Source: an optimization exercise on an open RTL-to-GDS flow (aim: small area, a short achievable clock period and few clock cycles). Production flows keep margins and buffers that such runs may drop.
Only simulation tests tie the RTL to the original design; equivalence was not proved.
No activity file was given, so power comes from the tool's default toggle rates.

==> design.v <==
package slim_pkg;
  localparam int unsigned ListDepth = 32;
  localparam logic [1:0] REQ_INSERT_A = 2'd0;
  localparam logic [1:0] REQ_INSERT_B = 2'd1;
  localparam logic [1:0] REQ_MERGE    = 2'd2;
  localparam logic [1:0] STATUS_INSERTED = 2'd0;
  localparam logic [1:0] STATUS_FULL     = 2'd1;
  localparam logic [1:0] STATUS_MERGED   = 2'd2;
  localparam logic [1:0] STATUS_EMPTY    = 2'd3;
  localparam logic SOURCE_A = 1'b0;
  localparam logic SOURCE_B = 1'b1;
  typedef struct packed {
    logic [1:0]         req_type;
    logic signed [31:0] value;
  } slim_in_t;
  typedef struct packed {
    logic signed [31:0] value_out;
    logic               source;
    logic [1:0]         status;
    logic               last;
  } slim_out_t;
  typedef struct packed {
    logic               ins;
    logic               pop;
    logic signed [31:0] value;
  } slim_cmd_t;
  typedef struct packed {
    logic signed [31:0] data;
    logic               valid;
    logic               gt;
  } slim_link_t;
endpackage
module slim_list (
  input  logic [31:0] a,
  input  logic [31:0] b,
  output logic        gt
);
  logic [31:0] ua, ub;
  logic [31:0] g1, l1;
  logic [15:0] g2, l2;
  logic [7:0]  g3, l3;
  logic [3:0]  g4, l4;
  logic [1:0]  g5, l5;
  always_comb begin
    ua = {~a[31], a[30:0]};
    ub = {~b[31], b[30:0]};
    g1 = ua & ~ub;
    l1 = ~ua & ub;
    for (int k = 0; k < 16; k++) begin
      g2[k] = g1[2*k+1] | (!l1[2*k+1] & g1[2*k]);
      l2[k] = l1[2*k+1] | (!g1[2*k+1] & l1[2*k]);
    end
    for (int k = 0; k < 8; k++) begin
      g3[k] = g2[2*k+1] | (!l2[2*k+1] & g2[2*k]);
      l3[k] = l2[2*k+1] | (!g2[2*k+1] & l2[2*k]);
    end
    for (int k = 0; k < 4; k++) begin
      g4[k] = g3[2*k+1] | (!l3[2*k+1] & g3[2*k]);
      l4[k] = l3[2*k+1] | (!g3[2*k+1] & l3[2*k]);
    end
    for (int k = 0; k < 2; k++) begin
      g5[k] = g4[2*k+1] | (!l4[2*k+1] & g4[2*k]);
      l5[k] = l4[2*k+1] | (!g4[2*k+1] & l4[2*k]);
    end
    gt = g5[1] | (!l5[1] & g5[0]);
  end
endmodule
module sorted_list_insert_merge_unit (
  input  logic                clk,
  input  logic                rst_n,
  input  logic                in_valid,
  output logic                in_ready,
  input  slim_pkg::slim_in_t  in_data,
  output logic                out_valid,
  input  logic                out_ready,
  output slim_pkg::slim_out_t out_data
);
  localparam int unsigned N = slim_pkg::ListDepth;
  function automatic logic sgt(input logic [31:0] a, input logic [31:0] b);
    logic [31:0] g1, l1;
    logic [15:0] g2, l2;
    logic [7:0]  g3, l3;
    logic [3:0]  g4, l4;
    logic [1:0]  g5, l5;
    logic [31:0] ua, ub;
    ua = {~a[31], a[30:0]};
    ub = {~b[31], b[30:0]};
    g1 = ua & ~ub;
    l1 = ~ua & ub;
    for (int k = 0; k < 16; k++) begin
      g2[k] = g1[2*k+1] | (!l1[2*k+1] & g1[2*k]);
      l2[k] = l1[2*k+1] | (!g1[2*k+1] & l1[2*k]);
    end
    for (int k = 0; k < 8; k++) begin
      g3[k] = g2[2*k+1] | (!l2[2*k+1] & g2[2*k]);
      l3[k] = l2[2*k+1] | (!g2[2*k+1] & l2[2*k]);
    end
    for (int k = 0; k < 4; k++) begin
      g4[k] = g3[2*k+1] | (!l3[2*k+1] & g3[2*k]);
      l4[k] = l3[2*k+1] | (!g3[2*k+1] & l3[2*k]);
    end
    for (int k = 0; k < 2; k++) begin
      g5[k] = g4[2*k+1] | (!l4[2*k+1] & g4[2*k]);
      l5[k] = l4[2*k+1] | (!g4[2*k+1] & l4[2*k]);
    end
    sgt = g5[1] | (!l5[1] & g5[0]);
  endfunction
  function automatic logic p_adv_f(input logic pv, input logic [1:0] pt, input logic sv,
                                   input logic empty, input logic last);
    p_adv_f = !pv || (pt == 2'd3) ||
              (!sv && (pt != slim_pkg::REQ_MERGE || empty || last));
  endfunction
  logic [31:0] da_r [N];
  logic [31:0] db_r [N];
  logic [5:0]   cnt_a_r, cnt_b_r;    
  logic [N-1:0] va_r, vb_r;          
  logic [63:0] mask_a, mask_b;
  assign mask_a = {64{1'b1}} << cnt_a_r;
  assign mask_b = {64{1'b1}} << cnt_b_r;
  assign va_r   = ~mask_a[N-1:0];
  assign vb_r   = ~mask_b[N-1:0];
  logic        p_v_r;
  logic [1:0]  p_t_r;
  logic [31:0] p_val_r;
  logic [N-1:0] p_u_r;
  logic        o_v_r, s_v_r;
  slim_pkg::slim_out_t o_d_r, s_d_r;
  logic        in_ready_r;
  logic main_free, can_push, p_ins, p_full, ins_a, ins_b, merge_go, take_a, last;
  logic pop_a, pop_b, push, p_adv, empty;
  slim_pkg::slim_out_t push_d;
  assign main_free = !o_v_r || out_ready;
  assign can_push  = !s_v_r;
  assign p_ins     = !p_t_r[1];
  assign p_full    = p_t_r[0] ? cnt_b_r[5] : cnt_a_r[5];
  assign ins_a     = p_v_r && (p_t_r == slim_pkg::REQ_INSERT_A) && !cnt_a_r[5] && can_push;
  assign ins_b     = p_v_r && (p_t_r == slim_pkg::REQ_INSERT_B) && !cnt_b_r[5] && can_push;
  assign empty     = !va_r[0] && !vb_r[0];
  logic take_a_r;
  assign take_a    = take_a_r;
  assign last      = (va_r[0] ^ vb_r[0]) && !va_r[1] && !vb_r[1];   
  assign merge_go  = p_v_r && (p_t_r == slim_pkg::REQ_MERGE) && !empty && can_push;
  assign pop_a     = merge_go && take_a;
  assign pop_b     = merge_go && !take_a;
  assign push      = p_v_r && (p_t_r != 2'd3) && can_push;
  assign p_adv     = p_adv_f(p_v_r, p_t_r, s_v_r, empty, last);
  always_comb begin
    push_d.value_out = '0;
    push_d.source    = slim_pkg::SOURCE_A;
    push_d.last      = 1'b1;
    if (p_ins) begin
      push_d.status = p_full ? slim_pkg::STATUS_FULL : slim_pkg::STATUS_INSERTED;
    end else if (!empty) begin
      push_d.value_out = take_a ? da_r[0] : db_r[0];
      push_d.source    = take_a ? slim_pkg::SOURCE_A : slim_pkg::SOURCE_B;
      push_d.status    = slim_pkg::STATUS_MERGED;
      push_d.last      = last;
    end else begin
      push_d.status = slim_pkg::STATUS_EMPTY;
    end
  end
  logic [N-1:0] sa_p, sa_v, sa_n, sa_h, sb_p, sb_v, sb_n, sb_h;
  always_comb begin
    for (int i = 0; i < N; i++) begin
      logic up, uc;
      up = (i == 0) ? 1'b0 : p_u_r[i-1];
      uc = p_u_r[i];
      sa_p[i] = ins_a && up;
      sa_v[i] = ins_a && uc && !up;
      sa_n[i] = pop_a;
      sa_h[i] = !(sa_p[i] || sa_v[i] || sa_n[i]);
      sb_p[i] = ins_b && up;
      sb_v[i] = ins_b && uc && !up;
      sb_n[i] = pop_b;
      sb_h[i] = !(sb_p[i] || sb_v[i] || sb_n[i]);
    end
  end
  logic [31:0]  da_nxt [N];
  logic [31:0]  db_nxt [N];
  always_comb begin
    for (int i = 0; i < N; i++) begin
      logic [31:0] ap, an, bp, bn;
      ap  = (i == 0) ? 32'd0 : da_r[i-1];
      an  = (i == N - 1) ? 32'd0 : da_r[i+1];
      bp  = (i == 0) ? 32'd0 : db_r[i-1];
      bn  = (i == N - 1) ? 32'd0 : db_r[i+1];
      da_nxt[i] = ({32{sa_h[i]}} & da_r[i]) | ({32{sa_p[i]}} & ap) |
                  ({32{sa_v[i]}} & p_val_r) | ({32{sa_n[i]}} & an);
      db_nxt[i] = ({32{sb_h[i]}} & db_r[i]) | ({32{sb_p[i]}} & bp) |
                  ({32{sb_v[i]}} & p_val_r) | ({32{sb_n[i]}} & bn);
    end
  end
  always_ff @(posedge clk) begin
    for (int i = 0; i < N; i++) begin
      da_r[i] <= da_nxt[i];
      db_r[i] <= db_nxt[i];
    end
  end
  logic [5:0] cnt_a_nxt, cnt_b_nxt;
  assign cnt_a_nxt = cnt_a_r + {5'd0, ins_a} - {5'd0, pop_a};
  assign cnt_b_nxt = cnt_b_r + {5'd0, ins_b} - {5'd0, pop_b};
  logic take_a_nxt, gt_pb0, gt_a0p, gt_a1b0, gt_a0b1;
  slim_list u_gt_pb0  (.a(p_val_r),  .b(db_r[0]),  .gt(gt_pb0));
  slim_list u_gt_a0p  (.a(da_r[0]),  .b(p_val_r),  .gt(gt_a0p));
  slim_list u_gt_a1b0 (.a(da_r[1]),  .b(db_r[0]),  .gt(gt_a1b0));
  slim_list u_gt_a0b1 (.a(da_r[0]),  .b(db_r[1]),  .gt(gt_a0b1));
  always_comb begin
    if (ins_a && sa_v[0])      take_a_nxt = !vb_r[0] || !gt_pb0;
    else if (ins_b && sb_v[0]) take_a_nxt = va_r[0] && !gt_a0p;
    else if (pop_a)            take_a_nxt = va_r[1] && (!vb_r[0] || !gt_a1b0);
    else if (pop_b)            take_a_nxt = va_r[0] && (!vb_r[1] || !gt_a0b1);
    else                       take_a_nxt = take_a_r;
  end
  logic [6:0] tot_r, tot_nxt;
  assign tot_nxt = tot_r + {6'd0, ins_a || ins_b} - {6'd0, merge_go};
  always_ff @(posedge clk) begin
    if (!rst_n) begin
      cnt_a_r <= '0;
      cnt_b_r <= '0;
      tot_r   <= '0;
      take_a_r <= 1'b0;
    end else begin
      take_a_r <= take_a_nxt;
      cnt_a_r <= cnt_a_nxt;
      cnt_b_r <= cnt_b_nxt;
      tot_r   <= tot_nxt;
    end
  end
  logic [N:0]   uq;       
  logic         u_new;    
  logic [N-1:0] u_nxt;    
  always_comb begin
    for (int i = 0; i < N; i++) begin
      logic [31:0] x;
      logic        vx;
      x     = in_data.req_type[0] ? db_r[i] : da_r[i];
      vx    = in_data.req_type[0] ? vb_r[i] : va_r[i];
      uq[i] = !vx || sgt(x, in_data.value);
    end
    uq[N] = 1'b1;
    u_new = sgt(p_val_r, in_data.value);
    for (int i = 0; i < N; i++) begin
      logic sp, sv, sn, sh, up;
      sp = in_data.req_type[0] ? sb_p[i] : sa_p[i];
      sv = in_data.req_type[0] ? sb_v[i] : sa_v[i];
      sn = in_data.req_type[0] ? sb_n[i] : sa_n[i];
      sh = in_data.req_type[0] ? sb_h[i] : sa_h[i];
      up = (i == 0) ? 1'b0 : uq[i-1];
      u_nxt[i] = (sp & up) | (sv & u_new) | (sn & uq[i+1]) | (sh & uq[i]);
    end
  end
  logic       p_v_nxt, s_v_nxt, empty_nxt, last_nxt;
  logic [1:0] p_t_nxt;
  assign p_v_nxt    = in_ready_r ? in_valid : p_v_r;
  assign p_t_nxt    = in_ready_r ? in_data.req_type : p_t_r;
  assign s_v_nxt    = !main_free && (s_v_r || push);
  logic tot_is0, tot_is1, tot_is2, ins_any;
  assign tot_is0   = tot_r == 7'd0;
  assign tot_is1   = tot_r == 7'd1;
  assign tot_is2   = tot_r == 7'd2;
  assign ins_any   = ins_a || ins_b;
  assign empty_nxt = ins_any ? 1'b0    : merge_go ? tot_is1 : tot_is0;
  assign last_nxt  = ins_any ? tot_is0 : merge_go ? tot_is2 : tot_is1;
  always_ff @(posedge clk) begin
    if (!rst_n) begin
      p_v_r      <= 1'b0;
      in_ready_r <= 1'b1;
    end else begin
      p_v_r      <= p_v_nxt;
      in_ready_r <= p_adv_f(p_v_nxt, p_t_nxt, s_v_nxt, empty_nxt, last_nxt);
    end
  end
  assign in_ready = in_ready_r;
  always_ff @(posedge clk) begin
    if (in_ready_r) begin
      p_t_r   <= in_data.req_type;
      p_val_r <= in_data.value;
      p_u_r   <= u_nxt;
    end
  end
  always_ff @(posedge clk) begin
    if (!rst_n) begin
      o_v_r <= 1'b0;
      s_v_r <= 1'b0;
    end else if (main_free) begin
      o_v_r <= s_v_r || push;
      s_v_r <= 1'b0;
    end else if (push) begin
      s_v_r <= 1'b1;
    end
  end
  always_ff @(posedge clk) begin
    if (!rst_n) begin
      o_d_r <= '0;
    end else if (main_free) begin
      o_d_r <= s_v_r ? s_d_r : push_d;
    end
  end
  always_ff @(posedge clk) begin
    if (!main_free && push) begin
      s_d_r <= push_d;
    end
  end
  assign out_valid = o_v_r;
  assign out_data  = o_d_r;
endmodule
module slim_top (
  input  logic        clk,
  input  logic        rst_n,
  input  logic        in_valid,
  output logic        in_ready,
  input  logic [1:0]  in_req_type,
  input  logic [31:0] in_value,
  output logic        out_valid,
  input  logic        out_ready,
  output logic [31:0] out_value,
  output logic        out_source,
  output logic [1:0]  out_status,
  output logic        out_last
);
  slim_pkg::slim_in_t  in_data;
  slim_pkg::slim_out_t out_data;
  assign in_data.req_type = in_req_type;
  assign in_data.value    = in_value;
  sorted_list_insert_merge_unit u_unit (
    .clk       (clk),
    .rst_n     (rst_n),
    .in_valid  (in_valid),
    .in_ready  (in_ready),
    .in_data   (in_data),
    .out_valid (out_valid),
    .out_ready (out_ready),
    .out_data  (out_data)
  );
  assign out_value  = out_data.value_out;
  assign out_source = out_data.source;
  assign out_status = out_data.status;
  assign out_last   = out_data.last;
endmodule
==> run.sh <==
#!/bin/bash
# synth_recipe.tcl (not shown) runs the flow's synth.tcl, then flattens the netlist and writes it again
# the make line also repeats each setting of config.mk as NAME=value (left out here)
make -C /OpenROAD-flow-scripts/flow DESIGN_CONFIG=/design/flow/config.mk WORK_HOME=/design/flow/orfs CLKGATE_MAP_FILE= SYNTH_SCRIPT=/design/flow/synth_recipe.tcl finish
==> config.mk <==
export PLATFORM = sky130hd
export DESIGN_NAME = slim_top
export DESIGN_NICKNAME = slim_top
export VERILOG_FILES = /design/flow/design.v
export SDC_FILE = /design/flow/constraint.sdc
export NUM_CORES = 4
export LEC_CHECK = 0
export CAP_MARGIN = 20
export CELL_PAD_IN_SITES_DETAIL_PLACEMENT = 2
export CELL_PAD_IN_SITES_GLOBAL_PLACEMENT = 2
export CORE_MARGIN = 2
export CORE_UTILIZATION = 30
export PLACE_DENSITY = 0.4
export SETUP_SLACK_MARGIN = 1.8
export SLEW_MARGIN = 20
==> constraint.sdc <==
create_clock -name core_clock -period 5.0 [get_ports {clk}]
set_input_delay 1.0000 -clock core_clock [delete_from_list [all_inputs] [get_ports {clk}]]
set_output_delay 1.0000 -clock core_clock [all_outputs]
set_load 0.01 [all_outputs]
==> results of run 1 <==
## cell usage in the layout, fill, tap and decap left out, types with 74 or more instances in the layout
cell type / Yosys / final
dfxtp_1: 2110 / 2090
a221o_1: 1903 / 1903
a22o_1: 1858 / 1858
mux2i_1: 998 / 935
nand2_1: 860 / 767
buf_4: 41 / 610
nor2_1: 640 / 607
a21oi_1: 431 / 411
buf_16: 0 / 394
o21ai_0: 414 / 393
clkbuf_16: 0 / 358
maj3_1: 355 / 335
buf_12: 5 / 320
inv_1: 217 / 198
buf_6: 77 / 186
o22ai_1: 149 / 148
a222oi_1: 140 / 140
a22oi_1: 139 / 130
a31oi_1: 106 / 106
o211ai_1: 100 / 100
edfxtp_1: 100 / 100
and2_1: 108 / 91
nand3_1: 91 / 88
nor3_1: 153 / 82
clkbuf_1: 1342 / 81
a211oi_1: 79 / 74
## state kept, by name, indices dropped and copies added (netlist names), 2 cells and up
register        cells
u_unit.p_u_r       32
u_unit.o_d_r       36
u_unit.s_d_r       36
u_unit.p_val_r     32
u_unit.da_r      1024
u_unit.p_t_r        2
u_unit.cnt_b_r      6
u_unit.db_r      1024
u_unit.tot_r        7
u_unit.cnt_a_r      6
## cell families after synthesis
| group | Yosys count | share of synthesized area (%) |
|---|---|---|
| xor+xnor | 11 | 0.0755 |
| fa+ha+maj | 399 | 3.23 |
| simple gates | 2157 | 7.46 |
| flops | 2210 | 35.5 |
| buf+inv | 1835 | 6.11 |
| compound gates | 5883 | 39.0 |
| mux | 1089 | 8.65 |
## worst register-to-register path, stage by stage (launching register included)
cell,delay [ps]
dfxtp_4,360
nor3_4,50
nand2_2,80
buf_12,150
clkinvlp_4,170
ha_4,190
nand2b_4,130
or3_4,490
buf_6,170
nor2_4,90
buf_12,150
buf_16,160
buf_12,140
buf_16,160
buf_6,110
buf_12,150
nor3_4,60
buf_12,150
mux2i_4,180
o32ai_2,110
a211o_1,240
## worst paths after layout
| kind | slack, ps | endpoint | startpoint | depth (start not counted) |
|---|---|---|---|---|
| max | 1250 | u_unit.p_u_r[22] | u_unit.cnt_b_r[1] | 20 |
| min | 480 | u_unit.p_val_r[5] | in_value[5] | 2 |
| max reg2reg | 1250 | u_unit.p_u_r[22] | u_unit.cnt_b_r[1] | 20 |
| min reg2reg | 500 | u_unit.o_d_r[23] | u_unit.o_d_r[23] | 1 |
## report_power, final
part / switching, mW / total [mW] / internal, mW
Combinational: 18.1 / 33.6 / 15.4
Sequential: 16.1 / 41.0 / 24.9
Clock: 9.47 / 22.6 / 13.1
Total: 43.7 / 97.1 / 53.4
## metrics by stage
step           cells  power, mW
2_1_floorplan  13584       50.0
3_3_place_gp   18422       66.1
3_5_place_dp   18423       67.6
4_1_cts        19679       94.0
5_1_grt        19865       99.5
6_report       19895       97.1
## what timing repair did
action | 4_1_cts | 5_1_grt
gates cloned | 337 | 63
setup buffers | 383 | 119
pin swaps | 1047 | 644
endpoints found under the hold margin | 0 | 0
setup endpoints to repair | 2101 | 2077
resized for setup | 1188 | 368
## metal layers
metal | vias to the layer above | routed length [um] | GRT usage (%)
met5 | - | 69 | 0
met4 | 10 | 59200 | 21.9
met3 | 1872 | 73400 | 6.73
met2 | 7620 | 380000 | 58.0
met1 | 74924 | 395000 | 54.5
li1 | 56124 | - | -
## cell type report
class | instances | share of cell area (%)
flip-flops and latches | 2210 | 27.1
clock inverters | 84 | 0.586
repair buffers | 1682 | 16.1
diodes | 34 | 0.0509
clock buffers | 452 | 5.29
multi-input cells | 9539 | 46.1
inverters | 231 | 0.551
well taps | 5663 | 4.23
==> summary.txt, run 1 <==
GRT
  • GRT Util Overall: about two fifths
  • Vias in the first global route: 138816
  • Initial antenna violation count: 48
  • GRT Residual Overflow: 0
  • Pin count of the biggest net entering global routing: 72
  • Global-route wire length before repair: 1210 mm

Yosys
  • Yosys top cell by area: dfxtp_1
  • Post-synthesis sequential area ratio: between 30% and 40%
  • Synth Warn #: 10
  • Post-Syn Area: about 0.13 mm2
  • Top post-synthesis cells by area: dfxtp_1 33%, a221o_1 15%, a22o_1 13%
  • Syn avg cell area: 9.40 um2
  • Dominant synthesized flop cell: dfxtp_1
  • Most instantiated cells after synthesis: 2110 x dfxtp_1, 1903 x a221o_1, 1858 x a22o_1
  • Top-count cell post-synth: dfxtp_1
  • Post-synth EDFFs: 100
  • Unique masters post-synth: 103
  • Synth top area share: between 30% and 40%
  • Post-Syn Instances: 13584
  • Syn_nets: between 10000 and 15000
  • Async set or reset register ratio after synthesis: 0%
  • FF+latch count, synth: 2210

Critical path
  • Critical path's top delay family: buffers and inverters
  • Crit path cell chain: nor3_4, nand2_2, buf_12, clkinvlp_4, ha_4, nand2b_4, or3_4, buf_6, nor2_4, buf_12, buf_16, buf_12, buf_16, buf_6, buf_12, nor3_4, buf_12, mux2i_4, o32ai_2, a211o_1
  • CP Data Required Time: between 5000 and 6000 ps
  • Crit-path slowest cell: or3_4
  • Critical Path Max Stage Delay: 490 ps
  • Worst Setup Path Type: reg -> reg
  • Worst Path Arrival: between 4000 and 5000 ps
  • Bufs and invs on worst path: 10
  • Critical Path Start Type: flip-flop
  • Cell mode on critical path: buf_12
  • Worst-path maximum fanout: 7
  • Crit path capture type: flip-flop

Clocking
  • Worst-path clk slew: 60 ps
  • Clock latency (worst-skew pair): 980 ps
  • Clock sink total: between 2000 and 2500
  • H-tree depth: 5
  • CTS Hold Bufs: 0
  • Clock buffer depth: 4
  • TritonCTS Buffers: 297
  • Clock Tree Root: clkbuf_16
  • CTS tree: done

Cells and area
  • Final net count: 14037
  • Filler cells: 43878
  • Layout area overhead: 31.1%
  • Share of cells above drive strength 1: 19.4%
  • Area of the multi-input gates: 0.0771 mm2
  • Sequential Area: 0.0453 mm2
  • Finished Core Util: between 30% and 40%
  • Final instance area: 0.167 mm2

Detailed routing
  • Avg WL per Cell: 45.7 um
  • Vias per cell: 7.06
  • Detailed Routing Iterations Pass 1: 10
  • Via Count: 140550
  • Residual DRC count: 0
  • Initial drt markers: 18609
  • Post-route ant nets: 0
  • Post-Route WL: about 900 mm

STA
  • Crit share post-route: 74.9%
  • Slew @ Worst Pin: 1330 ps
  • Slew Limit Fails: 0
  • Slew margin rel.: about an eighth
  • PnR worst setup slack: approximately 1300 ps
  • RSZ-0062 raised after global routing: true
  • Final TNS setup: 0 ps
  • Endpoints failing hold: 0
  • Max Clock Skew: 37.3 ps
  • WHS: 476 ps
  • Setup Viol. Count Final: 0
  • Max Freq: 0.267 GHz
  • Fin crit period: 3750 ps

Floorplanning
  • IO Pins: 76
  • Die area: 0.431 mm2
  • Initial Util: 30.1%
  • Die Wd: 656 um
  • Core area: 0.424 mm2
  • Rows: roughly 240
  • Die H: 656 um

Placement
  • GPL Wtd Cong: ~0.89
  • DP Area: roughly 0.14 mm2
  • Buffers on Ports: 75
  • Setup WS pre-CTS: -61.4 ps
  • Post-DP HPWL: 596 mm

Job
  • Max Cap Violations: 0

Worst hold path
  • Hold crit path type: in -> reg

Run status
  • Status: timing/DRC/antenna clean

Pwr
  • Pwr dens: 580 mW/mm2
  • Pleak: 66.1 nW
  • Max VDD drop: 0.267 mV
Testbench counts, summed over its fixed seeds: cycles 20,704.
==> run 2, diff against run 1 <==
--- a/design.v
+++ b/design.v
@@ -137,6 +137,7 @@
   assign ins_b     = p_v_r && (p_t_r == slim_pkg::REQ_INSERT_B) && !cnt_b_r[5] && can_push;
-  assign empty     = !va_r[0] && !vb_r[0];
+  logic empty_r, last_r;
+  assign empty     = empty_r;
   logic take_a_r;
   assign take_a    = take_a_r;
-  assign last      = (va_r[0] ^ vb_r[0]) && !va_r[1] && !vb_r[1];   
+  assign last      = last_r;
   assign merge_go  = p_v_r && (p_t_r == slim_pkg::REQ_MERGE) && !empty && can_push;
@@ -267,2 +268,4 @@
       in_ready_r <= 1'b1;
+      empty_r    <= 1'b1;
+      last_r     <= 1'b0;
     end else begin
@@ -270,2 +273,4 @@
       in_ready_r <= p_adv_f(p_v_nxt, p_t_nxt, s_v_nxt, empty_nxt, last_nxt);
+      empty_r    <= empty_nxt;
+      last_r     <= last_nxt;
     end
==> summary.txt, run 2 <==
Run status
  • Status: timing/DRC/antenna clean

Placement
  • Buffers on Ports: 75 (unchanged)
  • Post-DP HPWL: 631 mm (+5.9%)
  • Setup WS pre-CTS: -156 ps (-94.9 ps)
  • DP Area: 0.134 mm2 (-1.8%)
  • GPL Wtd Cong: 0.914 (+2.3%)

Job
  • Max Cap Violations: 0 (unchanged)

GRT
  • GRT Util Overall: 39.0% (-0.45 points)
  • Pin count of the biggest net entering global routing: 151 (+110%)
  • Global-route wire length before repair: 1190 mm (-1.5%)
  • Initial antenna violation count: 44 (-8.3%)
  • GRT Residual Overflow: 0 (unchanged)
  • Vias in the first global route: 144633 (+4.2%)

Detailed routing
  • Post-route ant nets: 0 (unchanged)
  • Residual DRC count: 0 (unchanged)
  • Initial drt markers: 25837 (+39%)
  • Vias per cell: 6.90 (-2.4%)
  • Detailed Routing Iterations Pass 1: 14 (+4)
  • Via Count: 143497 (+2.1%)
  • Avg WL per Cell: 41.8 um (-8.4%)
  • Post-Route WL: 870 mm (-4.2%)

Clocking
  • Clock latency (worst-skew pair): 990 ps (about the same)
  • H-tree depth: 5 (unchanged)
  • CTS tree: done
  • Clock sink total: 2212 (+0.090%)
  • TritonCTS Buffers: 299 (+0.67%)
  • CTS Hold Bufs: 0 (unchanged)
  • Worst-path clk slew: 60 ps (about the same)
  • Clock buffer depth: 4 (unchanged)
  • Clock Tree Root: clkbuf_16

Cells and area
  • Final instance area: 0.146 mm2 (-13%)
  • Share of cells above drive strength 1: 11.5% (-7.9 points)
  • Layout area overhead: 16.5%
  • Final net count: 15128 (+7.8%)
  • Commonest non-fill, non-tap cells in the layout: 4642 x nand2_1, 2104 x dfxtp_1, 1993 x a222oi_1, 959 x mux2i_1, 626 x buf_4
  • Most common cell after layout, fill and taps aside: nand2_1
  • Top Registers: u_unit.da_r (1024), u_unit.db_r (1024)

STA
  • Slew @ Worst Pin: 1240 ps (-88.7 ps)
  • Setup Viol. Count Final: 0 (unchanged)
  • PnR worst setup slack: 1240 ps (-15.2 ps)
  • Endpoints failing hold: 0 (unchanged)
  • Max Clock Skew: 52.4 ps (+15.1 ps)
  • Crit share post-route: 75.2% (+0.30 points)
  • Slew margin rel.: 17.6% (+5.9 points)
  • RSZ-0062 raised after global routing: true
  • Fin crit period: 3760 ps (+15.2 ps)
  • Max Freq: 0.266 GHz (-0.40%)
  • Slew Limit Fails: 0 (unchanged)

Critical path
  • Critical path's top delay family: compound AO/OA/AOI/OAI gates
  • Worst Setup Path Type: in -> reg
  • Worst Path Arrival: 4550 ps (+90 ps)
  • Bufs and invs on worst path: 4 (-6)
  • Crit path cell chain: buf_16, buf_16, buf_12, buf_4, mux2i_1, o22ai_1, o31ai_1, maj3_1, o21ai_1, and3_1, o21ai_1, a21oi_1, nand2_1, o221ai_2
  • Crit-path slowest cell: and3_1
  • Worst-path maximum fanout: 18 (+11)
  • CP Data Required Time: 5790 ps (+80 ps)
  • Crit path capture type: flip-flop
  • Critical Path Start Type: input port
  • Critical Path Max Stage Delay: 530 ps (+40 ps)
  • R2R setup slack: 1300 ps (+50 ps)

Pwr
  • Pleak: 61.4 nW (-7.1%)
  • Pwr dens: 656 mW/mm2 (+13%)
  • Max VDD drop: 0.305 mV (+14%)

Floorplanning
  • Initial Util: 30.1% (about the same)
  • Rows: 237 (-0.84%)
  • Die Wd: 650 um (-0.90%)
  • IO Pins: 76 (unchanged)
  • Die area: 0.423 mm2 (-1.8%)
  • Die H: 650 um (-0.90%)
  • Core area: 0.416 mm2 (-1.7%)

Yosys
  • Most instantiated cells after synthesis: 4645 x nand2_1, 2112 x dfxtp_1, 1993 x a222oi_1
  • Top post-synthesis cells by area: dfxtp_1 34%, a222oi_1 16%, nand2_1 14%
  • Post-Syn Area: 0.125 mm2 (-1.8%)
  • Syn avg cell area: 8.10 um2 (-14%)
  • FF+latch count, synth: 2212 (+0.090%)
  • Post-synthesis sequential area ratio: 36.1% (+0.68 points)
  • Syn_nets: 15554 (+14%)
  • Synth top area share: 33.7% (+0.64 points)
  • Post-Syn Instances: 15478 (+14%)
  • Post-synth EDFFs: 100 (unchanged)
  • Yosys top cell by area: dfxtp_1
  • Dominant synthesized flop cell: dfxtp_1
  • Top-count cell post-synth: nand2_1
  • Async set or reset register ratio after synthesis: 0% (unchanged)
  • Synth Warn #: 10 (unchanged)
  • Unique masters post-synth: 93 (-9.7%)

Worst hold path
  • Hold crit path type: in -> reg
## run 2: power by group
| group | internal [mW] | switching, mW | leakage [nW] | total, mW |
|---|---|---|---|---|
| combinational | 10.8 | 19.0 | 38.1 | 29.7 |
| clock | 13.6 | 9.52 | 5.01 | 23.1 |
| sequential | 25.6 | 17.4 | 18.3 | 43.1 |
| total | 50.0 | 45.9 | 61.4 | 95.9 |
## run 2: layer usage
metal | wire [um] | up-vias | GRT usage (%)
met2 | 381000 | 7836 | 60.9
met5 | 229 | - | 0
met4 | 47700 | 31 | 18.7
met3 | 78500 | 1691 | 7.46
met1 | 363000 | 75903 | 51.6
li1 | - | 58036 | -
## run 2: worst register-to-register path: stages (launching register included)
cell,delay [ps]
edfxtp_1,480
buf_12,200
buf_12,140
nor2b_4,130
maj3_2,400
o211ai_1,330
a31oi_4,230
o22ai_2,170
o211ai_1,110
a221oi_2,230
maj3_2,250
buf_12,130
buf_16,190
buf_8,140
nor3b_2,40
a211o_1,280
## run 2: per-stage QoR
stage | TNS [ps] | utilization (%) | cells | total power, mW | hold WS (ps)
5_1_grt | 0 | 35.1 | 20789 | 99.0 | 340
3_3_place_gp | -1460 | 32.1 | 20170 | 68.7 | 468
4_1_cts | 0 | 34.9 | 20758 | 94.1 | 303
3_5_place_dp | -308 | 32.1 | 20173 | 70.5 | 480
6_report | 0 | 35.1 | 20806 | 95.9 | 364
2_1_floorplan | 0 | - | 15478 | 50.4 | 443
## run 2: layout make-up
class | count | area [um2]
Antenna cell | 19 | 47.5
Clock inverter | 88 | 1060
Clock buffer | 451 | 9080
Fill cell | 46234 | 270000
Multi-Input combinational cell | 11462 | 74100
Inverter | 224 | 868
Sequential cell | 2212 | 45300
Timing Repair Buffer | 853 | 8690
Tap cell | 5497 | 6880
## run 2: cell families after synthesis
logic type,share of synthesized area (%)
XOR/XNOR,0.0978
buffers and inverters,6.03
AND/OR/NAND/NOR,18.9
multiplexers,8.66
flip-flops,36.1
adder cells (fa/ha/maj),3.50
AO/OA/AOI/OAI,26.7
## run 2: path summary, 6_finish.rpt
path                                          start             endpoint  depth (start not counted)
worst max-delay path                 in_req_type[0]      u_unit.p_u_r[0]                         14
worst min-delay path                   in_value[24]   u_unit.p_val_r[24]                          1
worst max register to register    u_unit.p_val_r[0]     u_unit.p_u_r[30]                         15
worst min register to register  u_unit.da_r[30][31]  u_unit.da_r[30][31]                          2
## run 2: repair_timing
item | in CTS | in global routing
hold endpoints to repair | 0 | 0
gates cloned | 8 | 6
pin swaps | 49 | 39
endpoints found under the setup margin | 1552 | 444
gates resized for setup | 146 | 116
buffers inserted | 38 | 21
Testbench counts of run 2, summed over its fixed seeds: cycles 20,704.
==> run 3, diff against run 2 <==
--- a/design.v
+++ b/design.v
@@ -137,7 +137,6 @@
   assign ins_b     = p_v_r && (p_t_r == slim_pkg::REQ_INSERT_B) && !cnt_b_r[5] && can_push;
-  logic empty_r, last_r;
-  assign empty     = empty_r;
+  assign empty     = !va_r[0] && !vb_r[0];
   logic take_a_r;
   assign take_a    = take_a_r;
-  assign last      = last_r;
+  assign last      = (va_r[0] ^ vb_r[0]) && !va_r[1] && !vb_r[1];   
   assign merge_go  = p_v_r && (p_t_r == slim_pkg::REQ_MERGE) && !empty && can_push;
@@ -178,21 +177,10 @@
   end
-  logic [31:0]  da_nxt [N];
-  logic [31:0]  db_nxt [N];
-  always_comb begin
-    for (int i = 0; i < N; i++) begin
-      logic [31:0] ap, an, bp, bn;
-      ap  = (i == 0) ? 32'd0 : da_r[i-1];
-      an  = (i == N - 1) ? 32'd0 : da_r[i+1];
-      bp  = (i == 0) ? 32'd0 : db_r[i-1];
-      bn  = (i == N - 1) ? 32'd0 : db_r[i+1];
-      da_nxt[i] = ({32{sa_h[i]}} & da_r[i]) | ({32{sa_p[i]}} & ap) |
-                  ({32{sa_v[i]}} & p_val_r) | ({32{sa_n[i]}} & an);
-      db_nxt[i] = ({32{sb_h[i]}} & db_r[i]) | ({32{sb_p[i]}} & bp) |
-                  ({32{sb_v[i]}} & p_val_r) | ({32{sb_n[i]}} & bn);
-    end
-  end
   always_ff @(posedge clk) begin
     for (int i = 0; i < N; i++) begin
-      da_r[i] <= da_nxt[i];
-      db_r[i] <= db_nxt[i];
+      if (sa_p[i])      da_r[i] <= da_r[i-1];
+      else if (sa_v[i]) da_r[i] <= p_val_r;
+      else if (sa_n[i]) da_r[i] <= (i == N - 1) ? da_r[i] : da_r[i+1];
+      if (sb_p[i])      db_r[i] <= db_r[i-1];
+      else if (sb_v[i]) db_r[i] <= p_val_r;
+      else if (sb_n[i]) db_r[i] <= (i == N - 1) ? db_r[i] : db_r[i+1];
     end
@@ -268,4 +256,2 @@
       in_ready_r <= 1'b1;
-      empty_r    <= 1'b1;
-      last_r     <= 1'b0;
     end else begin
@@ -273,4 +259,2 @@
       in_ready_r <= p_adv_f(p_v_nxt, p_t_nxt, s_v_nxt, empty_nxt, last_nxt);
-      empty_r    <= empty_nxt;
-      last_r     <= last_nxt;
     end
--- a/config.mk
+++ b/config.mk
@@ -13,3 +13,3 @@
 export PLACE_DENSITY = 0.4
-export SETUP_SLACK_MARGIN = 1.8
+export SETUP_SLACK_MARGIN = 1.5
 export SLEW_MARGIN = 20
==> summary.txt, run 3 <==
GRT
  • Initial antenna violation count: 66 (+50%)
  • Met3 Use GR: 6.10% (-1.4 points)
  • Met2 usage: 52.6% (-8.3 points)
  • GR peak layer: met1
  • Vias in the first global route: 148685 (+2.8%)
  • GRT Util Overall: 36.5% (-2.6 points)
  • Pin count of the biggest net entering global routing: 180 (+19%)
  • GR Layer Usage met1: 52.8% (+1.2 points)
  • GRT Residual Overflow: 0 (unchanged)
  • Global-route wire length before repair: 1270 mm (+6.4%)

Clocking
  • Clock sink total: 2210 (-0.090%)
  • Worst-path clk slew: 60 ps (about the same)
  • Clock buffer depth: 4 (unchanged)
  • Clock latency (worst-skew pair): 1020 ps (+30 ps)
  • Clock Tree Root: clkbuf_16
  • CTS Hold Bufs: 0 (unchanged)
  • CTS tree: done
  • TritonCTS Buffers: 309 (+3.3%)
  • H-tree depth: 5 (unchanged)

Cells and area
  • Area of the multi-input gates: 0.0733 mm2 (-1.1%)
  • Final net count: 15433 (+2.0%)
  • Commonest non-fill, non-tap cells in the layout: 2148 x edfxtp_1, 1959 x o22ai_1, 1813 x nand2_1, 1498 x o21ai_0, 1468 x a21oi_1
  • Finished Core Util: 35.0% (-0.12 points)
  • Sequential Area: 0.0658 mm2 (+45%)
  • Layout area overhead: 15.9%
  • Share of cells above drive strength 1: 12.7% (+1.2 points)
  • Top Registers: u_unit.da_r (1024), u_unit.db_r (1024)
  • Filler cells: 52043 (+13%)
  • Most common cell after layout, fill and taps aside: edfxtp_1

Floorplanning
  • Die Wd: 698 um (+7.4%)
  • Core area: 0.479 mm2 (+15%)
  • IO Pins: 76 (unchanged)
  • Die area: 0.488 mm2 (+15%)
  • Initial Util: 30.2% (+0.073 points)
  • Die H: 698 um (+7.4%)
  • Rows: 254 (+7.2%)

Yosys
  • Synth Warn #: 6 (-4)
  • Post-synth EDFFs: 2148 (+2000%)
  • Most instantiated cells after synthesis: 2148 x edfxtp_1, 1960 x o22ai_1, 1887 x nand2_1
  • Async set or reset register ratio after synthesis: 0% (unchanged)
  • Synth top area share: 44.6% (+11 points)
  • Yosys top cell by area: edfxtp_1
  • Top post-synthesis cells by area: edfxtp_1 45%, o22ai_1 8.5%, mux2i_1 6.8%
  • Syn_nets: 15772 (+1.4%)
  • Post-Syn Area: 0.145 mm2 (+15%)
  • Post-Syn Instances: 15696 (+1.4%)
  • FF+latch count, synth: 2210 (-0.090%)
  • Dominant synthesized flop cell: edfxtp_1
  • Top-count cell post-synth: edfxtp_1
  • Syn avg cell area: 9.21 um2 (+14%)
  • Post-synthesis sequential area ratio: 45.5% (+9.3 points)
  • Unique masters post-synth: 95 (+2.2%)

Detailed routing
  • Initial drt markers: 17788 (-31%)
  • Vias per cell: 6.80 (-1.4%)
  • Detailed Routing Iterations Pass 1: 6 (-8)
  • Post-route ant nets: 0 (unchanged)
  • Residual DRC count: 0 (unchanged)
  • Post-Route WL: 933 mm (+7.2%)
  • Via Count: 149924 (+4.5%)
  • Avg WL per Cell: 42.3 um (+1.1%)

Placement
  • Post-DP HPWL: 677 mm (+7.2%)
  • GPL Wtd Cong: 0.908 (-0.70%)
  • Setup WS pre-CTS: 4.00 ps (+160 ps)
  • Buffers on Ports: 75 (unchanged)

Worst hold path
  • Hold crit path type: in -> reg

Pwr
  • Pleak: 58.5 nW (-4.7%)
  • Pwr dens: 412 mW/mm2 (-37%)
  • Power, Total: 69.0 mW (-28%)
  • Max VDD drop: 0.296 mV (-3.0%)

STA
  • Slew Limit Fails: 0 (unchanged)
  • Max Freq: 0.275 GHz (+3.4%)
  • Endpoints failing hold: 0 (unchanged)
  • Setup Viol. Count Final: 0 (unchanged)
  • PnR worst setup slack: 1360 ps (+124 ps)
  • Final TNS setup: 0 ps (unchanged)
  • Max Clock Skew: 69.2 ps (+16.9 ps)
  • Slew margin rel.: 13.4% (-4.2 points)
  • RSZ-0062 raised after global routing: true
  • Fin crit period: 3640 ps (-124 ps)
  • Slew @ Worst Pin: 1290 ps (+54.5 ps)
  • Crit share post-route: 72.8% (-2.5 points)

Critical path
  • Critical Path Start Type: flip-flop
  • Crit path capture type: flip-flop
  • Worst Path Arrival: 4530 ps (-20 ps)
  • CP Data Required Time: 5890 ps (+100 ps)
  • Worst-path maximum fanout: 6 (-12)
  • Worst Setup Path Type: reg -> reg

Job
  • Max Cap Violations: 0 (unchanged)

Run status
  • Status: timing/DRC/antenna clean
## run 3: worst max-delay path, cell delays in order, from the launching register on
cell	delay, ps
dfxtp_4	380
nor2_4	150
nand2_4	60
or4_4	510
inv_4	110
ha_4	130
nand2b_4	110
or3_4	160
inv_8	60
nand2b_4	80
clkinvlp_4	200
ha_4	330
inv_2	40
ha_4	170
fa_2	370
a21oi_2	140
nor2_1	70
or3_1	330
a21oi_2	120
## run 3: cell families (layout without fill, tap and decap cells)
| kind of cell | after synthesis | count (layout) | share of synthesized area [%] |
|---|---|---|---|
| AOI/OAI and AO/OA | 6956 | 6956 | 29.6 |
| and+or+nand+nor | 3227 | 3228 | 9.45 |
| DFF | 2210 | 2210 | 45.5 |
| buffers and inverters | 1851 | 1755 | 5.30 |
| muxes | 1106 | 1106 | 7.76 |
| adders and majority gates | 336 | 336 | 2.41 |
| xor gates and xnor gates | 10 | 10 | 0.0606 |
| other | 0 | 53 | 0 |
## run 3: per-layer routing
metal | vias to the layer above | wire length, um | share of wire, %
met5 | - | 148 | 0.016
met1 | 79980 | 417000 | 45
met4 | 22 | 48100 | 5.2
li1 | 60804 | - | -
met3 | 1438 | 78400 | 8.4
met2 | 7680 | 389000 | 42
## run 3: worst paths after layout
kind	startpoint	to	slack (ps)	depth (start not counted)
worst max-delay path	u_unit.cnt_a_r[0]	u_unit.cnt_b_r[4]	1360	18
worst min-delay path	in_value[1]	u_unit.p_val_r[1]	280	1
worst max register to register	u_unit.cnt_a_r[0]	u_unit.cnt_b_r[4]	1360	18
worst min register to register	u_unit.o_d_r[0]	u_unit.o_d_r[0]	500	2
## run 3: per-stage QoR
stage | std cells | hold slack [ps] | instance area (um2)
6_report | 22054 | 281 | 168000
3_5_place_dp | 21346 | 492 | 155000
5_1_grt | 22016 | 259 | 167000
2_1_floorplan | 15696 | 503 | 146000
4_1_cts | 21960 | 222 | 166000
3_3_place_gp | 21343 | 486 | 155000
## run 3: area by class of cell
class / count / area share [%]
multi-input combinational: 11636 / 43.8
sequential: 2210 / 39.3
timing repair buffer: 1002 / 5.92
clock buffer: 402 / 4.97
tap: 6400 / 4.78
clock inverter: 153 / 0.730
inverter: 196 / 0.482
antenna: 53 / 0.0792
timing repair inverter: 2 / 0.0134
## run 3: repair_timing
action,4_1_cts,5_1_grt
gates resized for setup,129,224
cloned,9,11
setup endpoints to repair,2603,413
pin swaps,28,38
setup buffers,50,30
## run 3: where the power goes
group	switching (mW)	internal (mW)
clock	9.75	12.5
combinational	15.0	6.51
sequential	2.62	22.7
total	27.3	41.6
Testbench counts of run 3, summed over its fixed seeds: cycles 20,704.

static timing again, ports no longer ideal:
Ports are ideal in the flow. The routed layouts listed here were re-timed in OpenROAD.
Step 1 sets driving cells, clkbuf_16 on the clock port and buf_2 on the other inputs (assumed; they add their load-dependent delay and slew).
Step 2 moves the port delays by t, midway between the first and last clock arrival at a register: inputs arrive t later, outputs are due t later. That takes back most of the time a late clock gives input paths.
Three values: ideal, step 1, step 2; two values: the first two.
run	t, ns	setup WS [ns]	hold slack, ns	worst register clock-pin slew, ns	pins driven straight from the clock port
run 1	1.092	1.253 / 1.006 / -0.086	0.476 / 0.379 / 0.496	0.07 / 0.07	1
run 2	1.088	1.238 / 1.074 / -0.014	0.364 / 0.274 / 0.489	0.07 / 0.07	1
run 3	1.104	1.362 / 1.205 / 0.101	0.281 / 0.183 / 0.499	0.07 / 0.07	1
Met with ideal ports but missed after step 2: setup timing in run 1 and run 2. The setup slack of run 1, which loses most, moves by -0.247 ns with the drivers and by -1.339 ns with both steps.
